What follows belongs to an exercise in optimizing a design on an open flow for small area, a short achievable clock period and few clock cycles per item; a production flow would make more cautious choices. Function was checked by simulation only, so behaviour that the tests miss may differ from the original. No activity file was given, so power comes from the tool's default toggle rates.

`flow/config.mk`:
```
export PLATFORM = sky130hd
export DESIGN_NAME = snn_layer
export DESIGN_NICKNAME = snn_layer
export VERILOG_FILES = /design/flow/design.v
export SDC_FILE = /design/flow/constraint.sdc
export NUM_CORES = 4
export LEC_CHECK = 0
export CAP_MARGIN = 20
export CORE_MARGIN = 2
export CORE_UTILIZATION = 30
export PLACE_DENSITY = 0.5
export SLEW_MARGIN = 20
```
`flow/constraint.sdc`:
```
create_clock -name core_clock -period 10.0 [get_ports {clock}]
set_input_delay 2.0000 -clock core_clock [delete_from_list [all_inputs] [get_ports {clock}]]
set_output_delay 2.0000 -clock core_clock [all_outputs]
set_load 0.01 [all_outputs]
```
`flow/design.v`:
```
package snn_pkg;
  localparam int SNN_N_NEURONS  = 16;
  localparam int SNN_N_INPUTS   = 16;
  localparam int SNN_W_WIDTH    = 8;
  localparam int SNN_POT_WIDTH  = 16;
  localparam int SNN_LEAK_SHIFT = 3;
endpackage
module snn_weight_ram #(
  parameter int N_ROWS = 16,
  parameter int N_COLS = 16,
  parameter int ADDR_W = 8,
  parameter int DATA_W = 8
) (
  input  logic                       clock,
  input  logic                       wr_en,
  input  logic [ADDR_W-1:0]          wr_addr,
  input  logic [DATA_W-1:0]          wr_data,
  input  logic [N_ROWS-1:0]          rd_sel,
  output logic [N_COLS*DATA_W-1:0]   rd_row
);
  localparam int N_WORDS = N_ROWS * N_COLS;
  logic [N_WORDS*DATA_W-1:0] mem_s;
  for (genvar e = 0; e < N_WORDS; e++) begin : g_word
    logic [DATA_W-1:0] w_q;
    always_ff @(posedge clock) begin
      if (wr_en && (wr_addr == ADDR_W'(e))) begin
        w_q <= wr_data;
      end
    end
    assign mem_s[e*DATA_W +: DATA_W] = w_q;
  end
  always_comb begin
    rd_row = '0;
    for (int r = 0; r < N_ROWS; r++) begin
      for (int c = 0; c < N_COLS; c++) begin
        rd_row[c*DATA_W +: DATA_W] = rd_row[c*DATA_W +: DATA_W]
                                   | ({DATA_W{rd_sel[r]}} & mem_s[(r*N_COLS+c)*DATA_W +: DATA_W]);
      end
    end
  end
endmodule
module snn_layer #(
  parameter int N_NEURONS  = snn_pkg::SNN_N_NEURONS,
  parameter int N_INPUTS   = snn_pkg::SNN_N_INPUTS,
  parameter int W_WIDTH    = snn_pkg::SNN_W_WIDTH,
  parameter int POT_WIDTH  = snn_pkg::SNN_POT_WIDTH,
  parameter int LEAK_SHIFT = snn_pkg::SNN_LEAK_SHIFT
) (
  input  logic                                   clock,
  input  logic                                   reset_n,
  input  logic                                   in_valid,
  output logic                                   in_ready,
  input  logic [$clog2(N_INPUTS)-1:0]            in_addr,
  input  logic                                   wr_en,
  input  logic [$clog2(N_INPUTS*N_NEURONS)-1:0]  wr_addr,
  input  logic [W_WIDTH-1:0]                     wr_data,
  input  logic [POT_WIDTH-1:0]                   threshold,
  input  logic                                   leak_tick,
  output logic                                   out_valid,
  input  logic                                   out_ready,
  output logic [$clog2(N_NEURONS)-1:0]           out_addr,
  output logic                                   busy
);
  localparam int AW_N  = $clog2(N_NEURONS);
  localparam int AW_IN = $clog2(N_INPUTS);
  localparam int AW_WR = $clog2(N_INPUTS*N_NEURONS);
  localparam int P     = POT_WIDTH;
  localparam int W     = W_WIDTH;
  localparam int S     = LEAK_SHIFT;
  localparam int QD    = 5;                   
  localparam int CW    = $clog2(QD + 4);      
  localparam logic [P-1:0] SAT_MIN  = {1'b1, {(P-1){1'b0}}};
  localparam logic [P-1:0] LEAK_MIN = SAT_MIN - {{S{1'b1}}, SAT_MIN[P-1:S]};
  function automatic logic [AW_N-1:0] lowest_set(input logic [N_NEURONS-1:0] v);
    lowest_set = '0;
    for (int i = N_NEURONS - 1; i >= 0; i--) begin
      if (v[i]) begin
        lowest_set = AW_N'(i);
      end
    end
  endfunction
  logic                 in_ready_q, out_valid_q, busy_q;
  logic [AW_N-1:0]      out_addr_q;
  logic [N_INPUTS-1:0]  s0_sel_q;
  logic                 s0_v_q, s0_lk_q;
  logic                 we0_q;
  logic [AW_WR-1:0]     wa0_q;
  logic [W-1:0]         wd0_q;
  logic [P-1:0]         thr_q;
  logic [P-1:0]         pot_q [N_NEURONS];
  logic [N_NEURONS-1:0] fm_q;
  logic                 fm_v_q;
  logic [N_NEURONS-1:0] q_q [QD];
  logic [QD-1:0]        wp_q, rp_q;           
  logic [CW-1:0]        qn_q;                 
  logic [N_NEURONS-1:0] h_q;                  
  logic                 acc_s, hold_s, lk_in_s;
  logic [N_INPUTS-1:0]  sel_in_s;
  logic [N_INPUTS-1:0]  s0_sel_d;
  logic                 s0_v_d, s0_lk_d;
  assign lk_in_s = leak_tick;
  assign acc_s  = in_valid && in_ready_q;
  assign hold_s = s0_v_q && we0_q;
  always_comb begin
    sel_in_s = '0;
    sel_in_s[in_addr] = acc_s;
  end
  assign s0_sel_d = hold_s ? s0_sel_q : sel_in_s;
  assign s0_v_d   = hold_s ? 1'b1     : acc_s;
  assign s0_lk_d  = hold_s ? s0_lk_q  : lk_in_s;
  logic [N_INPUTS-1:0]    rd_sel_s;
  logic [N_NEURONS*W-1:0] row_s;
  logic                   ev_s, lk_s, thr_min_s;
  logic [N_NEURONS-1:0]   fire_s;
  logic [P-1:0]           pot_d [N_NEURONS];
  assign rd_sel_s  = s0_sel_q & {N_INPUTS{!we0_q}};
  assign ev_s      = s0_v_q && !we0_q;
  assign lk_s      = s0_lk_q && !hold_s;
  assign thr_min_s = (thr_q == SAT_MIN);
  snn_weight_ram #(
    .N_ROWS (N_INPUTS),
    .N_COLS (N_NEURONS),
    .ADDR_W (AW_WR),
    .DATA_W (W)
  ) u_ram (
    .clock   (clock),
    .wr_en   (we0_q),
    .wr_addr (wa0_q),
    .wr_data (wd0_q),
    .rd_sel  (rd_sel_s),
    .rd_row  (row_s)
  );
  for (genvar k = 0; k < N_NEURONS; k++) begin : g_n
    logic [W-1:0]   w_s;
    logic [P:0]     u_s;      
    logic [P+1:0]   d_s;      
    logic [S:0]     lo_s;     
    logic [P-1:0]   lu_s;     
    logic           ovn_s;
    assign w_s   = row_s[k*W +: W];
    assign u_s   = {pot_q[k][P-1], pot_q[k]} + {{(P+1-W){w_s[W-1]}}, w_s};
    assign d_s   = {u_s[P], u_s} - {{2{thr_q[P-1]}}, thr_q};
    assign ovn_s = u_s[P] && !u_s[P-1];
    assign lo_s  = {1'b0, pot_q[k][S-1:0]} + {1'b0, w_s[S-1:0]};
    assign lu_s  = pot_q[k] - {{S{pot_q[k][P-1]}}, pot_q[k][P-1:S]}
                 + {{(P-W){w_s[W-1]}}, w_s} - {{(P-W+S){w_s[W-1]}}, w_s[W-1:S]}
                 - P'(lo_s[S]);
    assign fire_s[k] = ev_s && (!d_s[P+1] || thr_min_s);
    always_comb begin
      if (fire_s[k]) begin
        pot_d[k] = '0;
      end else if (ovn_s) begin
        pot_d[k] = lk_s ? LEAK_MIN : SAT_MIN;
      end else begin
        pot_d[k] = lk_s ? lu_s : u_s[P-1:0];
      end
    end
  end
  logic                 q_ne_s, avail_s;
  logic [N_NEURONS-1:0] q_head_s, src_s, hr_s, h_d;
  logic [AW_N-1:0]      src_idx_s, hr_idx_s, out_addr_d;
  logic                 out_valid_d, pop_s, fm_v_d;
  logic [QD-1:0]        wp_d, rp_d;
  logic [CW-1:0]        qn_d;
  logic                 busy_d, in_ready_d;
  logic [N_NEURONS-1:0] h_c   [2];
  logic [AW_N-1:0]      oa_c  [2];
  logic                 ov_c  [2];
  logic                 pop_c [2];
  assign q_ne_s  = (qn_q != '0);
  assign avail_s = q_ne_s || fm_v_q;
  always_comb begin
    q_head_s = '0;
    for (int i = 0; i < QD; i++) begin
      q_head_s = q_head_s | (q_q[i] & {N_NEURONS{rp_q[i]}});
    end
  end
  assign src_s     = q_ne_s ? q_head_s : fm_q;
  assign src_idx_s = lowest_set(src_s);
  always_comb begin
    hr_s = h_q;
    hr_s[out_addr_q] = 1'b0;
  end
  assign hr_idx_s = lowest_set(hr_s);
  logic free0, free1;
  always_comb begin
    free0 = !out_valid_q;
    free1 = !out_valid_q || (hr_s == '0);
    h_c[0]   = free0 ? (avail_s ? src_s : '0) : h_q;
    oa_c[0]  = free0 ? src_idx_s : out_addr_q;
    ov_c[0]  = free0 ? avail_s : 1'b1;
    pop_c[0] = free0 && avail_s;
    h_c[1]   = free1 ? (avail_s ? src_s : '0) : hr_s;
    oa_c[1]  = free1 ? src_idx_s : hr_idx_s;
    ov_c[1]  = free1 ? avail_s : 1'b1;
    pop_c[1] = free1 && avail_s;
  end
  assign h_d         = out_ready ? h_c[1]   : h_c[0];
  assign out_addr_d  = out_ready ? oa_c[1]  : oa_c[0];
  assign out_valid_d = out_ready ? ov_c[1]  : ov_c[0];
  assign pop_s       = out_ready ? pop_c[1] : pop_c[0];
  assign wp_d   = fm_v_q ? {wp_q[QD-2:0], wp_q[QD-1]} : wp_q;
  assign rp_d   = pop_s  ? {rp_q[QD-2:0], rp_q[QD-1]} : rp_q;
  assign qn_d   = qn_q + CW'(fm_v_q) - CW'(pop_s);
  assign fm_v_d = (fire_s != '0);
  assign in_ready_d = ((qn_d + CW'(s0_v_d) + CW'(ev_s)) < CW'(QD)) && !wr_en;
  assign busy_d     = s0_v_d || fm_v_d || (qn_d != '0) || out_valid_d;
  always_ff @(posedge clock or negedge reset_n) begin
    if (!reset_n) begin
      in_ready_q  <= 1'b1;
      out_valid_q <= 1'b0;
      out_addr_q  <= '0;
      busy_q      <= 1'b0;
      s0_sel_q    <= '0;
      s0_v_q      <= 1'b0;
      s0_lk_q     <= 1'b0;
      fm_v_q      <= 1'b0;
      wp_q        <= QD'(1);
      rp_q        <= QD'(1);
      qn_q        <= '0;
      h_q         <= '0;
      for (int i = 0; i < N_NEURONS; i++) begin
        pot_q[i] <= '0;
      end
    end else begin
      in_ready_q  <= in_ready_d;
      out_valid_q <= out_valid_d;
      out_addr_q  <= out_addr_d;
      busy_q      <= busy_d;
      s0_sel_q    <= s0_sel_d;
      s0_v_q      <= s0_v_d;
      s0_lk_q     <= s0_lk_d;
      fm_v_q      <= fm_v_d;
      wp_q        <= wp_d;
      rp_q        <= rp_d;
      qn_q        <= qn_d;
      h_q         <= h_d;
      for (int i = 0; i < N_NEURONS; i++) begin
        pot_q[i] <= pot_d[i];
      end
    end
  end
  always_ff @(posedge clock) begin
    we0_q <= wr_en;
    wa0_q <= wr_addr;
    wd0_q <= wr_data;
    thr_q <= threshold;
    fm_q  <= fire_s;
    for (int i = 0; i < QD; i++) begin
      if (fm_v_q && wp_q[i]) begin
        q_q[i] <= fm_q;
      end
    end
  end
  assign in_ready  = in_ready_q;
  assign out_valid = out_valid_q;
  assign out_addr  = out_addr_q;
  assign busy      = busy_q;
endmodule
```
`flow/run.sh`:
```
#!/bin/bash
# synth_recipe.tcl (not shown) runs the flow's synth.tcl, then flattens the netlist and writes it again
# the make line also repeats each setting of config.mk as NAME=value (left out here)
make -C /OpenROAD-flow-scripts/flow DESIGN_CONFIG=/design/flow/config.mk WORK_HOME=/design/flow/orfs CLKGATE_MAP_FILE= SYNTH_SCRIPT=/design/flow/synth_recipe.tcl finish
```
==> impl_metrics.yaml <==
floorplan:
  rows: 243
  start_util_pct: 30.1
  dieArea_um2: 444000
  core_um2: 438000
  ios: 49
  die_x_um: 666
  die_y_um: 666
route:
  drt_pre_antenna_iters: 7
  drc: 0
  routedWlPerCell_um: 26.2
  drt_wl_total_um: 432000
  vias_per_cell: 5.41
  first_iter_violations: 8515
  vias: 89033
  ant_nets: 0
worst_hold_path:
  hold_class: "reg -> reg"
  whs_path_depth: 2
  min-delay-start: "s0_sel_q[6]$_DFFE_PN0N_"
  hold_end: "s0_sel_q[6]$_DFFE_PN0N_"
synth:
  synth_edf_count: 2128
  yosysUniqueCellTypes: 106
  netlist_area_um2: 132000
  synth_seq_cells: 2489
  async_flop_share_pct: 12.5
  synth-main-ff-cell: "edfxtp_1"
  syn_nets: 11734
  syn_avg_cell_area_um2: 12.7
  synthCells: 10337
  ys_warn_count: 9
  yosysSeqAreaShare_pct: 55.2
run:
  cap_viol_max_count: 0
outcome:
  status: "no timing/DRC/antenna violations"
worst_setup_path:
  cp_max_fo: 31
  crit_type: "reg -> reg"
  cp-end-kind: "register"
  cp-start-kind: "register"
  r2r_cells: 24
  r2r_start: "we0_q$_DFF_P_"
  rrSetupSlack_ps: 1370
  critPathArrivalTime_ps: 9340
  critPathRequiredTime_ps: 10710
  r2r_end: "busy_q$_DFF_PN0_"
timing:
  slew_headroom_pct: 16.3
  tns_ps: 0
  slew_viol_final: 0
  fin_crit_ps: 8630
  hold_ws_ps: 497
  tightestPinTransition_ps: 1250
  grt_setup_unrepaired: "no"
  skew_ps: 71.3
  layout_worst_path_cycle_share_pct: 86.3
  finalSetupViolCount: 0
  max_freq_ghz: 0.116
  hold_violations: 0
grt:
  grt_remaining_overflow: 0
  antenna_found_initial: 24
  grt_usage_pct: 18.9
  grt_pass1_vias: 90053
  grt_first_pass_wirelength_um: 627000
  grt_max_degree: 149
pwr:
  p_leak_nw: 56.2
  power.density_nw_per_um2: 326
  peakVddDrop_uv: 205
clocking:
  tritoncts: "built"
  clk_pin_slew_worst_paths_ps: 60
  h-tree-depth: 5
  post_cts_resized: 0
  cts_buffer_depth: 4
  clkSinkCount: 2489
  root_buffer: "clkbuf_16"
  cts_buffers: 290
  cts_setup_buffers: 0
  cts_hold_buf: 0
  worstSkewPairLatency_ps: 920
placement:
  portBuffers: 48
  hpwl_um: 282000
  gp_congestion: 0.851
layout:
  area_growth_pct: 13.2
  layout-drive-gt1-share_pct: 7.49
  fillCellCount: 42343
  nets: 11858
## cells in the final DEF, fill, tap and decap left out, drive strengths merged, types with 40 or more instances in the layout
cell type	count
xnor2	346
dfrtp	309
clkdlybuf4s50	47
xor2	252
clkinv	119
nor2	828
mux2i	113
nand4	104
o21bai	56
nor3	168
a22oi	343
a221oi	356
a22o	371
buf	182
or3	42
or4	40
o21ai	284
edfxtp	2128
nor2b	71
clkbuf	350
inv	431
a211oi	119
nand2	606
a21oi	539
o31ai	40
a31oi	82
nand2b	81
fa	338
dfxtp	49
a21o	125
and3	62
o211ai	50
nand3	147
o21a	71
ha	1017
## kinds of logic after synthesis
| logic type | count (synthesis) | synth area share (%) |
|---|---|---|
| buffers and inverters | 813 | 2.35 |
| DFF | 2489 | 55.2 |
| AOI/OAI and AO/OA | 2673 | 14.6 |
| muxes | 125 | 0.965 |
| adders and majority gates | 1355 | 14.8 |
| xor gates and xnor gates | 598 | 3.98 |
| and+or+nand+nor | 2284 | 8.00 |
## critical path, stage by stage, from the launching register on
cell,delay (ps)
dfxtp_2,1110
nor2b_4,320
buf_4,420
a22o_1,300
a221oi_1,510
nand4_1,270
ha_1,300
fa_1,440
a21o_1,220
a211oi_1,420
a21oi_1,260
a211oi_1,370
inv_1,80
a21oi_1,220
nand2b_1,140
a31o_2,150
ha_1,230
nand2b_1,160
a221o_1,380
a2111oi_0,490
o22ai_1,350
and4bb_2,380
nand4_1,300
nor4_1,450
nand3b_1,120
## through the flow
stage / std cells / util [%] / area [um2] / setup WS [ps] / power, mW
finish: 16460 / 34.1 / 149000 / 1370 / 48.6
global route: 16450 / 34.0 / 149000 / 897 / 52.5
CTS: 16447 / 34.0 / 149000 / 1450 / 48.7
detailed placement: 15925 / 31.9 / 140000 / 1510 / 38.0
global placement: 15921 / 31.9 / 140000 / 1540 / 37.7
floorplan: 10337 / - / 132000 / 3480 / 32.4
## sequential cells by signal (all words and copies together), names as in the netlist
register and cells:
h_q 16, we0_q 1, rp_q 5, thr_q 16, q_q 80, u_ram.g_word.w_q 2048, pot_q 256, s0_lk_q 1
in_ready_q 1, fm_q 16, fm_v_q 1, s0_sel_q 16, out_addr_q 4, wa0_q 8, busy_q 1, out_valid_q 1
wp_q 5, s0_v_q 1, wd0_q 8, qn_q 4
## where the power goes
group	switching, mW	total [mW]	leakage [nW]	internal (mW)
registers	0.937	13.0	23.4	12.0
clock network	4.56	10.5	4.50	5.97
logic	14.3	25.1	28.2	10.8
## metal layers
metal	GRT usage (%)	vias up	share of wire, %	routed length [um]
met1	25.8	45658	44	190000
li1	-	39793	-	-
met2	31.4	3031	47	203000
met5	0	-	0.0079	34
met3	2.86	545	6.5	28000
met4	4.77	6	2.4	10400
## cells in the mapped netlist (all sizes together) (15+ instances only)
cell     instances  area [um2]
edfxtp        2128       63900
ha            1017       12700
nor2           828        3110
nand2          606        2270
a21oi          539        2700
inv            415        1560
a22o           371        3250
a221oi         356        3120
xnor2          346        3030
a22oi          343        2570
fa             338        6770
dfrtp          309        7730
clkbuf         285        1070
o21ai          284        1440
xor2           252        2210
nor3           168         841
nand3          147         736
a21o           125         938
a211oi         119         893
mux2i          113        1130
buf            112         463
nand4          104         651
a31oi           82         513
nand2b          81         514
nor2b           71         444
o21a            71         541
and3            62         388
o21bai          56         420
o211ai          50         375
dfxtp           49         981
or3             42         263
o31ai           40         305
or4             40         304
and2            32         200
or2             24         150
a211o           23         201
o2111ai         23         201
nand3b          22         169
nor4            17         113
a222oi          16         160
o31a            16         140
o41ai           15         154
## worst max path at each step
stage | from | slack, ps | cells past startpoint | endpoint
global route | we0_q$_DFF_P_ | 900 | 24 | busy_q$_DFF_PN0_
detailed placement | we0_q$_DFF_P_ | 1510 | 24 | busy_q$_DFF_PN0_
CTS | we0_q$_DFF_P_ | 1450 | 24 | busy_q$_DFF_PN0_
global placement | we0_q$_DFF_P_ | 1540 | 24 | busy_q$_DFF_PN0_
floorplan | we0_q$_DFF_P_ | 3480 | 25 | pot_q[14][14]$_DFF_PN0_
finish | we0_q$_DFF_P_ | 1370 | 24 | busy_q$_DFF_PN0_
## final cells by class
type | count | area (um2) | share of cell area [%]
diodes | 12 | 30.0 | 0.0202
clock buffers | 350 | 7630 | 5.12
clock inverters | 172 | 1650 | 1.11
inverters | 416 | 1570 | 1.05
multi-input cells | 7035 | 56100 | 37.7
flip-flops and latches | 2489 | 72700 | 48.8
well taps | 5757 | 7200 | 4.84
repair buffers | 229 | 2040 | 1.37
Testbench counts, summed over its fixed seeds: cycles 2,109, events 1,920.

-- re-timing with driven ports --
Ports are ideal in the flow. The routed layout listed here was re-timed in OpenROAD. Step 1 sets driving cells, clkbuf_16 on the clock port and buf_2 on the other inputs (assumed; they add their load-dependent delay and slew). Step 2 also shifts input and output timing later by t, the mid clock arrival at the registers, as if the neighbouring blocks saw the same clock. Three values: ideal, step 1, step 2; two values: the first two.
shift t [ns]: 0.992
setup WS [ns]: 1.373 / 1.373 / 1.373
latest minus earliest clock arrival (ns): 0.072 / 0.073
worst slew at a driven data input, ns: 0.20
After both steps this run still meets setup and hold. The setup slack of this run moves by 0.000 ns with the drivers and by 0.000 ns with both steps.
